Background: an optimization exercise with open tools, aiming at small area. Do not read the settings as production practice. In this exercise RTL edits were held to simulation tests only and were not proved equivalent to the original. No activity file was given, so power comes from the tool's default toggle rates.

==> design.v <==
module command_parser_top #(
  parameter int DIVISOR      = 434,
  parameter int SAMPLE_PHASE = DIVISOR / 2,
  parameter int NUM_REGS     = 32
) (
  input  logic clk,
  input  logic i_reset,
  input  logic i_rx,
  output logic o_tx
);
  localparam int CW = $clog2(DIVISOR);
  localparam int AW = (NUM_REGS > 1) ? $clog2(NUM_REGS) : 1;
  localparam int PW = AW + 2;                  
  localparam int NSLOT = 1 << PW;              
  localparam logic [CW-1:0] BIT_LAST  = CW'(DIVISOR - 1);
  localparam logic [CW-1:0] SAMPLE_AT = CW'(SAMPLE_PHASE);
  localparam logic [7:0]    CMD_WRITE = 8'hAA;
  localparam logic [7:0]    CMD_READ  = 8'h00;
  typedef enum logic [1:0] {RX_IDLE, RX_START, RX_DATA, RX_STOP} rx_state_t;
  typedef enum logic [2:0] {IDLE, GET_ADDR, GET_DATA, EXEC, SEND} state_t;
  logic            rx_meta, rx_sync, rx_prev;
  rx_state_t       rx_state, rx_state_n;
  logic [CW-1:0]   rx_cnt, rx_cnt_n;
  logic [2:0]      rx_bit, rx_bit_n;
  logic [7:0]      rx_shift, rx_shift_n;
  logic            rx_valid, rx_valid_n;
  always_ff @(posedge clk or posedge i_reset) begin
    if (i_reset) begin
      rx_meta  <= 1'b1;
      rx_sync  <= 1'b1;
      rx_prev  <= 1'b1;
      rx_state <= RX_IDLE;
      rx_shift <= 8'd0;
      rx_valid <= 1'b0;
    end else begin
      rx_meta  <= i_rx;
      rx_sync  <= rx_meta;
      rx_prev  <= rx_sync;
      rx_state <= rx_state_n;
      rx_shift <= rx_shift_n;
      rx_valid <= rx_valid_n;
    end
  end
  always_ff @(posedge clk) begin
    rx_cnt <= rx_cnt_n;
    rx_bit <= rx_bit_n;
  end
  always_comb begin
    rx_state_n = rx_state;
    rx_cnt_n   = rx_cnt + CW'(1);
    rx_bit_n   = rx_bit;
    rx_shift_n = rx_shift;
    rx_valid_n = 1'b0;
    case (rx_state)
      RX_IDLE: begin
        rx_cnt_n = '0;
        if (rx_prev && !rx_sync) rx_state_n = RX_START;
      end
      RX_START: begin
        if (rx_cnt == SAMPLE_AT) begin
          rx_cnt_n = '0;
          rx_bit_n = 3'd0;
          if (rx_sync) rx_state_n = RX_IDLE;
          else         rx_state_n = RX_DATA;
        end
      end
      RX_DATA: begin
        if (rx_cnt == BIT_LAST) begin
          rx_cnt_n   = '0;
          rx_shift_n = {rx_sync, rx_shift[7:1]};
          if (rx_bit == 3'd7) rx_state_n = RX_STOP;
          else                rx_bit_n   = rx_bit + 3'd1;
        end
      end
      RX_STOP: begin
        if (rx_cnt == BIT_LAST) begin
          rx_state_n = RX_IDLE;
          rx_valid_n = rx_sync;
        end
      end
      default: rx_state_n = RX_IDLE;
    endcase
  end
  logic [PW-1:0]        phase;      
  logic                 clr;        
  logic [8*NSLOT-1:0]   ring;
  logic [7:0]           tap;
  logic                 hit;
  logic                 wr_pend;
  logic                 ins;
  logic [AW-1:0]   idx;
  logic            in_range;
  logic [1:0]      byte_cnt;
  assign tap = ring[8*NSLOT-1 -: 8];
  assign hit = (phase == {idx, byte_cnt});
  assign ins = clr || (wr_pend && hit);
  always_ff @(posedge clk or posedge i_reset) begin
    if (i_reset) begin
      phase <= '0;
      clr   <= 1'b1;
    end else begin
      phase <= phase + PW'(1);
      if (&phase) clr <= 1'b0;
    end
  end
  always_ff @(posedge clk) begin
    ring <= {ring[8*NSLOT-9:0], ins ? rx_shift : tap};
  end
  logic [10:0]     tx_sh;
  logic [CW-1:0]   tx_cnt;
  logic            tx_idle, tx_end, tx_last, tx_ready, tx_load;
  assign o_tx     = tx_sh[0];
  assign tx_last  = (tx_cnt == BIT_LAST);
  assign tx_idle  = (tx_sh[10:1] == 10'd0);
  assign tx_ready = (tx_sh[10:2] == 9'd0) && (!tx_sh[1] || tx_last);
  always_ff @(posedge clk or posedge i_reset) begin
    if (i_reset) begin
      tx_sh <= 11'd1;
    end else if (tx_load) begin
      tx_sh <= {2'b11, 8'h00, 1'b0};
    end else if (!tx_idle) begin
      if (tx_last)                         tx_sh <= {1'b0, tx_sh[10:1]};
      else if (tx_sh[10] && in_range && hit) tx_sh[8:1] <= tap;
    end
  end
  always_ff @(posedge clk) begin
    if (tx_load || tx_last) tx_cnt <= '0;
    else                    tx_cnt <= tx_cnt + CW'(1);
  end
  state_t          state, state_n;
  logic            is_write;
  always_ff @(posedge clk or posedge i_reset) begin
    if (i_reset) state <= IDLE;
    else         state <= state_n;
  end
  always_comb begin
    state_n = state;
    tx_load = 1'b0;
    case (state)
      IDLE:     if (rx_valid && ((rx_shift == CMD_WRITE) || (rx_shift == CMD_READ))) state_n = GET_ADDR;
      GET_ADDR: if (rx_valid) state_n = GET_DATA;
      GET_DATA: if (rx_valid && (byte_cnt == 2'd3)) state_n = EXEC;
      EXEC:     if (is_write) state_n = IDLE; else state_n = SEND;
      SEND: begin
        if (tx_ready) begin
          tx_load = 1'b1;
          if (byte_cnt == 2'd3) state_n = IDLE;
        end
      end
      default:  state_n = IDLE;
    endcase
  end
  always_ff @(posedge clk or posedge i_reset) begin
    if (i_reset) wr_pend <= 1'b0;
    else if (state == GET_DATA && rx_valid && is_write && in_range) wr_pend <= 1'b1;
    else if (hit) wr_pend <= 1'b0;
  end
  always_ff @(posedge clk) begin
    case (state)
      IDLE:     if (rx_valid) is_write <= (rx_shift == CMD_WRITE);
      GET_ADDR: if (rx_valid) begin
                  idx      <= rx_shift[AW-1:0];
                  in_range <= (32'(rx_shift) < 32'(NUM_REGS));
                  byte_cnt <= 2'd0;
                end
      GET_DATA: if (rx_valid) byte_cnt <= byte_cnt + 2'd1;
      EXEC:     byte_cnt <= 2'd0;
      SEND:     if (tx_load) byte_cnt <= byte_cnt + 2'd1;
      default: ;
    endcase
  end
endmodule
==> run.sh <==
#!/bin/bash
# synth_recipe.tcl (not shown) runs the flow's synth.tcl, then flattens the netlist and writes it again
# the make line also repeats each setting of config.mk as NAME=value (left out here)
make -C /OpenROAD-flow-scripts/flow DESIGN_CONFIG=/design/flow/config.mk WORK_HOME=/design/flow/orfs CLKGATE_MAP_FILE= SYNTH_SCRIPT=/design/flow/synth_recipe.tcl finish
==> config.mk <==
export PLATFORM = sky130hd
export DESIGN_NAME = command_parser_top
export DESIGN_NICKNAME = command_parser_top
export VERILOG_FILES = /design/flow/design.v
export SDC_FILE = /design/flow/constraint.sdc
export NUM_CORES = 4
export LEC_CHECK = 0
export CAP_MARGIN = 20
export CORE_MARGIN = 2
export CORE_UTILIZATION = 70
export SLEW_MARGIN = 20
==> constraint.sdc <==
create_clock -name core_clock -period 10.0 [get_ports {clk}]
set_input_delay 2.0000 -clock core_clock [delete_from_list [all_inputs] [get_ports {clk}]]
set_output_delay 2.0000 -clock core_clock [all_outputs]
set_load 0.01 [all_outputs]
==> results.txt, run 1 <==
----------------------------------------------------
[Synthesis]
  Unique cell type count in the Yosys netlist ... between 50 and 60
  Area fraction in and, or, nand and nor cells after synthesis ... 0.02344
  Post-Synthesis Cell Area ... 23750 µm²
  Number of register bits inferred by synthesis ... about 1100
  Main combinational cell family by area after synthesis ... simple AND/OR/NAND/NOR gates
  Post-synth net total ... 1326
  Multiplexer share of the synthesized area ... 0.01649
  Synth Area in Compound Gates ... 0.006900
  Post-synthesis async set-or-reset flop share ... 0.03391
  Average cell area after synthesis ... about 18 µm²
  Most common flop cell mapped by yosys ... dfxtp_1
  Xor/xnor share of the synthesized area ... 0.01059
  Number of instances in the synthesized netlist ... 1310
  EDFF count, synth ... 12
  Sequential-to-total area share from yosys stat ... 0.9326
  Adder and majority cell fraction of the synthesized area ... 0.006848
  Yosys warning count ... 1

[Routing]
  Met2 routed wirelength ... 16600 µm
  Via count ... between 8000 and 9000
  Iteration count of the initial detailed-routing pass ... 4
  Max Used Layer ... met4
  Initial drt markers ... roughly 390
  Wire per inst ... 17.45 µm
  Detailed-route wire length on metal 1 ... about 15000 µm
  Number of nets with antenna violations after routing ... 0
  Residual DRC count ... 0
  Met3 wire length ... between 1000 and 1500 µm
  Final Routed Wirelength ... approximately 33000 µm
  Via count normalized by instance count ... roughly 4.6

[GRT]
  Number of global-route vias before repair ... 9813
  Global-route wire length before repair ... 54310 µm
  Largest net degree at the start of global routing ... 38
  Grt ovf ... 0
  Antenna violations before repair ... 0
  Global-route usage over all layers ... 0.2016

[STA]
  RSZ-0062 raised after global routing ... no
  Relative max-transition margin ... 0.4077
  Top achievable clock speed ... 0.2741 GHz
  Total setup violations reported at the end of the flow ... 0
  Fin. max-slew vios ... 0
  Final worst path period need ... approximately 3.6 ns
  Count of endpoints failing hold in the final timing report ... 0
  Worst-margin pin slew ... between 0.8 and 0.9 ns
  Setup clock skew after layout ... between 0.015 and 0.02 ns
  Worst Setup Slack, final ... between 6 and 7 ns
  Final cycle utilization of the critical path ... 0.3648
  TNS Setup ... 0 ns

[Worst hold path]
  Worst hold path cell count ... 0
  Worst-case hold path end point ... ring[90]
  Type of the most critical hold path ... reg -> reg
  Hold path startpoint ... ring[82]

[Pwr]
  Maximum vdd drop ... between 0.2 and 0.25 mV
  Power consumption ... slightly above 8000 µW
  Lkg Pwr ... between 0.01 and 0.015 µW
  Ratio of total power to cell area ... around 300 nW/µm²

[Worst setup path]
  Ordered list of cells on the worst path ... clkdlybuf4s50_1
  Required time reported for the critical path endpoint ... about 8 ns
  Worst-path cell with the longest stage delay ... dfstp_2
  Critical path's top delay family ... flip-flops
  Type of destination of the critical path ... output port
  Critical path buffers and inverters ... 1
  Worst-path fanout max ... 2
  Slowest cell delay on critical path ... between 0.5 and 0.6 ns
  Worst R2R Setup Slack ... approximately 7.6 ns
  Endpoint of the lowest-slack register-to-register path ... tx_sh[7]
  Number of cell instances on the worst register-to-register path ... 5
  FF-to-FF Start ... tx_sh[10]
  Arrival time of data at the critical path endpoint ... 1.65 ns
  Category of the critical setup timing path ... reg -> out
  Element type at the critical path start ... flop

[Clock tree]
  Post-cts gate resize count ... 0
  Setup repair bufs after CTS ... 0
  TritonCTS clock tree ... built
  Post-CTS Hold Buffers ... 0
  # H-tree levels ... 3
  Sinks on the clock net ... approximately 1100
  CTS buffer count ... 90
  Root buffer cell ... clkbuf_16
  Clock slew seen by the registers of the worst setup and hold paths ... about 0.080 ns
  Clock tree buffer depth ... 3
  Worst skew pair latency ... around 0.62 ns

[Layout]
  Net count, final ... 1416
  Proportion of layout cells with a drive suffix above 1 ... 0.1159
  Area used by sequential logic in the layout ... between 20000 and 25000 µm²
  Commonest cells after routing, fill and taps aside ... 1042 x dfxtp_1, 94 x clkbuf_16, 45 x nor2_1
  Most common library cell in the layout ignoring fill and taps ... dfxtp_1
  Count of filler cells inserted in the layout ... 1462
  Number of antenna repair diodes ... 0
  Combined area of the multi-input logic cells ... roughly 1500 µm²
  Synth-to-layout area growth ... 15.06%

[Die]
  Num rows ... 67
  Core region area ... roughly 33000 µm²
  Number of ports placed on the die boundary ... 4
  Die X ... 188.2 µm
  Effective utilization at floorplan ... 0.7102
  Die ar. ... around 35000 µm²
  Die Span Y ... roughly 190 µm

[Placement]
  Final RePlAce weighted congestion ... roughly 0.75
  Post-place setup slack ... between 6 and 7 ns
  HPWL after detailed placement ... roughly 12000 µm
  Number of buffers added on ports ... 3

[Job]
  Max_cap viols ... 0

[Status]
  Result of the run ... finished clean

----------------------------------------------------
how the worst max path moves through the flow:
stage | start | end | slack, ns | depth (start not counted)
2_1_floorplan | i_reset | async pin | 7.18 | 1
3_3_place_gp | tx_sh[0] | o_tx | 6.97 | 1
3_5_place_dp | tx_sh[0] | o_tx | 6.96 | 1
4_1_cts | tx_sh[0] | o_tx | 6.31 | 1
5_1_grt | tx_sh[0] | o_tx | 6.31 | 1
6_report | tx_sh[0] | o_tx | 6.35 | 1
per-layer routing:
| layer | GRT usage | vias to the layer above |
|---|---|---|
| li1 | - | 4332 |
| met1 | 0.2590 | 4337 |
| met2 | 0.3365 | 128 |
| met3 | 0.03837 | 71 |
| met4 | 0.09085 | 0 |
| met5 | 0 | - |
power breakdown:
group | total (µW) | switching (µW) | internal, µW
logic | 114 | 67.0 | 46.6
clock network | 3560 | 1540 | 2020
registers | 4420 | 32.3 | 4390
registers in the layout, summed over array words and instances (netlist names), 3 cells and up, named ones only:
signal    cells
idx           5
phase         7
ring       1024
rx_bit        3
rx_cnt        9
rx_shift      8
state         3
tx_cnt        9
tx_sh        11
final cells by class:
class / count / area share
Clock inverter: 32 / 0.01456
Sequential cell: 1091 / 0.8105
Tap cell: 448 / 0.02051
Timing Repair Buffer: 4 / 0.001373
Clock buffer: 127 / 0.09572
Multi-Input combinational cell: 202 / 0.05585
Inverter: 11 / 0.001511
cells by family (layout without fill, tap and decap cells):
family / count (synthesis) / in the layout
multiplexers: 36 / 36
AND/OR/NAND/NOR: 107 / 107
XOR/XNOR: 27 / 27
buffers and inverters: 17 / 174
adder cells (fa/ha/maj): 13 / 13
AO/OA/AOI/OAI: 19 / 19
flip-flops: 1091 / 1091
cell usage after synthesis, drive strengths merged (9+ instances only):
cell type	count	area share
nand2	15	0.0025
dfxtp	1042	0.88
edfxtp	12	0.015
nand3	10	0.0021
dfrtp	32	0.034
nor2	45	0.0071
xnor2	18	0.0066
mux2i	11	0.0046
xor2	9	0.0040
mux2	25	0.012
inv	11	0.0017
ha	13	0.0068
through the flow:
stage                     instances  cell area (µm²)  hold WS, ns  utilization
after floorplan                1310            23750       0.3096            -
after global placement         1756            24320       0.3106       0.7270
after detailed placement       1756            24320       0.3121       0.7270
after CTS                      1915            27330       0.3109       0.8172
after global routing           1915            27330       0.3215       0.8172
final                          1915            27330       0.3153       0.8172
==> run 2: changes to the inputs <==
--- a/config.mk
+++ b/config.mk
@@ -8,4 +8,4 @@
 export CAP_MARGIN = 20
 export CORE_MARGIN = 2
-export CORE_UTILIZATION = 70
+export CORE_UTILIZATION = 40
 export SLEW_MARGIN = 20
==> run 2 against run 1 <==
  * Non-clock buffer count unchanged
  * Critical path depth is the same
  * Hold slack improved by 0.0029 ns
  * Setup slack got worse by 0.017 ns
  * Clock power is 2% lower
  * Highest routed layer unchanged
==> results.txt, run 2 <==
----------------------------------------------------
[Synthesis]
  Cell types with the highest counts after synthesis ... 1042 x dfxtp_1, 45 x nor2_1, 32 x dfrtp_1
  Post-Synthesis Cell Area ... 23750 µm² (unchanged)
  Most used standard cell by instance count after synthesis ... dfxtp_1
  Share of the synthesized area in the top cell type ... 0.8782 (unchanged)
  Average cell area after synthesis ... 18.13 µm² (unchanged)
  Unique cell type count in the Yosys netlist ... 51 (unchanged)
  Sequential-to-total area share from yosys stat ... 0.9326 (unchanged)
  Most common flop cell mapped by yosys ... dfxtp_1
  Number of register bits inferred by synthesis ... 1091 (unchanged)
  Largest cells by area after synthesis ... dfxtp_1 88%, dfrtp_1 3.4%, edfxtp_1 1.5%
  Post-synth net total ... 1326 (unchanged)
  Post-synthesis async set-or-reset flop share ... 0.03391 (unchanged)
  Yosys warning count ... 1 (unchanged)
  Number of instances in the synthesized netlist ... 1310 (unchanged)
  EDFF count, synth ... 12 (unchanged)
  Top cell type by total area after synthesis ... dfxtp_1

[Routing]
  Initial drt markers ... 326 (-17%)
  Iteration count of the initial detailed-routing pass ... 5 (+1)
  Final Routed Wirelength ... 24450 µm (-27%)
  Residual DRC count ... 0 (unchanged)
  Number of nets with antenna violations after routing ... 0 (unchanged)
  Wire per inst ... 10.89 µm (-38%)
  Via count normalized by instance count ... 3.835 (-17%)
  Via count ... 8609 (-2.9%)

[Placement]
  Number of buffers added on ports ... 3 (unchanged)
  Inst Count DP ... 2081 (+19%)
  Post-place setup slack ... 6.921 ns (-0.04229 ns)
  Placement-stage cell area ... 24730 µm² (+1.7%)
  HPWL after detailed placement ... 11810 µm (-2.0%)
  Final RePlAce weighted congestion ... 0.6868 (-7.8%)

[Die]
  Die Span Y ... 247.7 µm (+32%)
  Num rows ... 89 (+33%)
  Effective utilization at floorplan ... 0.4032 (-0.3069)
  Number of ports placed on the die boundary ... 4 (unchanged)
  Core region area ... 58910 µm² (+76%)
  Die ar. ... 61350 µm² (+73%)
  Die X ... 247.7 µm (+32%)

[Clock tree]
  Setup repair bufs after CTS ... 0 (unchanged)
  Post-cts gate resize count ... 0 (unchanged)
  Worst skew pair latency ... 0.62 ns (about the same)
  CTS buffer count ... 91 (+1.1%)
  Clock slew seen by the registers of the worst setup and hold paths ... 0.06 ns (-0.02 ns)
  Post-CTS Hold Buffers ... 0 (unchanged)
  Sinks on the clock net ... 1091 (unchanged)
  # H-tree levels ... 3 (unchanged)
  Clock tree buffer depth ... 3 (unchanged)
  Root buffer cell ... clkbuf_16
  TritonCTS clock tree ... built

[GRT]
  Antenna violations before repair ... 0 (unchanged)
  Global-route wire length before repair ... 42420 µm (-22%)
  Number of global-route vias before repair ... 8791 (-10%)
  Global-route usage over all layers ... 0.08445 (-0.1171)
  Grt ovf ... 0 (unchanged)
  Largest net degree at the start of global routing ... 29 (-24%)

[Worst setup path]
  Slowest cell delay on critical path ... 0.53 ns (about the same)
  Category of the critical setup timing path ... reg -> out
  Arrival time of data at the critical path endpoint ... 1.67 ns (+0.02 ns)
  Critical path's top delay family ... flip-flops
  Type of destination of the critical path ... output port
  Ordered list of cells on the worst path ... clkdlybuf4s50_1
  Required time reported for the critical path endpoint ... 8.00 ns (about the same)
  Critical path buffers and inverters ... 1 (unchanged)
  Worst-path cell with the longest stage delay ... dfstp_2
  Element type at the critical path start ... flop
  Worst-path fanout max ... 2 (unchanged)

[Layout]
  Final std cell area, no fill ... 27810 µm² (+1.7%)
  Number of antenna repair diodes ... 0 (unchanged)
  Register containing the most flip-flops in the final layout ... ring
  Non-filler instance count after layout ... 2245 (+17%)
  Proportion of layout cells with a drive suffix above 1 ... 0.1230 (+0.007079)
  Count of filler cells inserted in the layout ... 4845 (+230%)
  Number of flip-flops in the largest register ... 1024 (unchanged)
  Net count, final ... 1417 (+0.071%)
  Commonest cells after routing, fill and taps aside ... 1042 x dfxtp_1, 95 x clkbuf_16, 45 x nor2_1
  Biggest regs ... ring x1024, tx_sh x11
  Synth-to-layout area growth ... 17.07%
  Most common library cell in the layout ignoring fill and taps ... dfxtp_1

[STA]
  Relative max-transition margin ... 0.4192 (+0.01148)
  RSZ-0062 raised after global routing ... no
  Total setup violations reported at the end of the flow ... 0 (unchanged)
  Count of endpoints failing hold in the final timing report ... 0 (unchanged)
  Final worst path period need ... 3.665 ns (+0.01745 ns)
  TNS Setup ... 0 ns (unchanged)
  Top achievable clock speed ... 0.2728 GHz (-0.48%)
  Final cycle utilization of the critical path ... 0.3665 (+0.001745)
  Worst Setup Slack, final ... 6.335 ns (-0.01745 ns)
  Worst hold slack after final layout ... 0.3181 ns (+0.002886 ns)
  Worst-margin pin slew ... 0.8694 ns (-0.01718 ns)
  Setup clock skew after layout ... 0.01443 ns (-0.003780 ns)
  Fin. max-slew vios ... 0 (unchanged)

[Worst hold path]
  Type of the most critical hold path ... reg -> reg

[Pwr]
  Ratio of total power to cell area ... 288.3 nW/µm² (-2.6%)
  Maximum vdd drop ... 0.1770 mV (-13%)
  Lkg Pwr ... 0.01125 µW (+0.49%)

[Status]
  Result of the run ... finished clean

[Job]
  Max_cap viols ... 0 (unchanged)

----------------------------------------------------
==> run 2: cell counts after synthesis <==
Identical to the previous run, type by type.
==> run 2: report_power, final <==
group          internal, µW  switching (µW)
Clock                  2040            1460
Sequential             4390            30.9
Combinational          44.9            58.5
Total                  6470            1550
==> run 2: layout make-up <==
class,instances,area [µm²],area share
clock inverters,34,354.1,0.01273
clock buffers,130,2729,0.09813
repair buffers,4,37.54,0.001350
flip-flops and latches,1091,22150,0.7966
well taps,773,967.2,0.03478
multi-input cells,202,1526,0.05489
inverters,11,41.29,0.001485
==> run 2: path summary, 6_finish.rpt <==
kind | depth (start not counted) | slack [ns] | end | from
worst max-delay path | 1 | 6.33 | o_tx | tx_sh[0]
worst min-delay path | 0 | 0.32 | ring[615] | ring[607]
worst max register to register | 5 | 7.53 | tx_sh[4] | tx_sh[10]
worst min register to register | 0 | 0.32 | ring[615] | ring[607]
max in group asynchronous | 3 | 7.61 | rx_meta | i_reset
min in group asynchronous | 2 | 1.66 | phase[6] | i_reset
==> run 2: cell families after synthesis <==
family          synth area share
simple gates             0.02344
mux                      0.01649
flops                     0.9326
buf+inv                 0.003160
xor+xnor                 0.01059
compound gates          0.006900
fa+ha+maj               0.006848
==> run 2: routing by layer <==
metal,share of wire,up-vias,GRT usage
li1,-,4334,-
met1,0.54,4075,0.1226
met2,0.37,125,0.1098
met3,0.053,75,0.03179
met4,0.035,0,0.03910
met5,0,-,0
==> run 2: stage by stage <==
step,power [µW],util
final,8018,0.4721
after global routing,8329,0.4721
after CTS,8131,0.4721
after detailed placement,4621,0.4197
after global placement,4614,0.4197
after floorplan,4592,-

## separate check: timing with driven ports
Ports are ideal in the flow. The routed layouts listed here were re-timed in OpenROAD.
Step 1 sets driving cells, clkbuf_16 on the clock port and buf_2 on the other inputs (assumed; they add their load-dependent delay and slew).
Step 2 times the ports against the registers' clock, not the clock port: input delays grow and output delays shrink by t, the midpoint of the rising clock arrivals with the driver on.
Three values: ideal, step 1, step 2; two values: the first two.
run	shift t [ns]	slack for setup (ns)	hold slack, ns	clock arrival spread, ns	worst slew at a driven data input, ns
run 1	0.659	6.352 / 6.297 / 6.957	0.315 / 0.315 / 0.315	0.025 / 0.025	0.03
run 2	0.659	6.335 / 6.283 / 6.941	0.318 / 0.318 / 0.318	0.022 / 0.021	0.03
After both steps setup and hold are still met in every run listed.
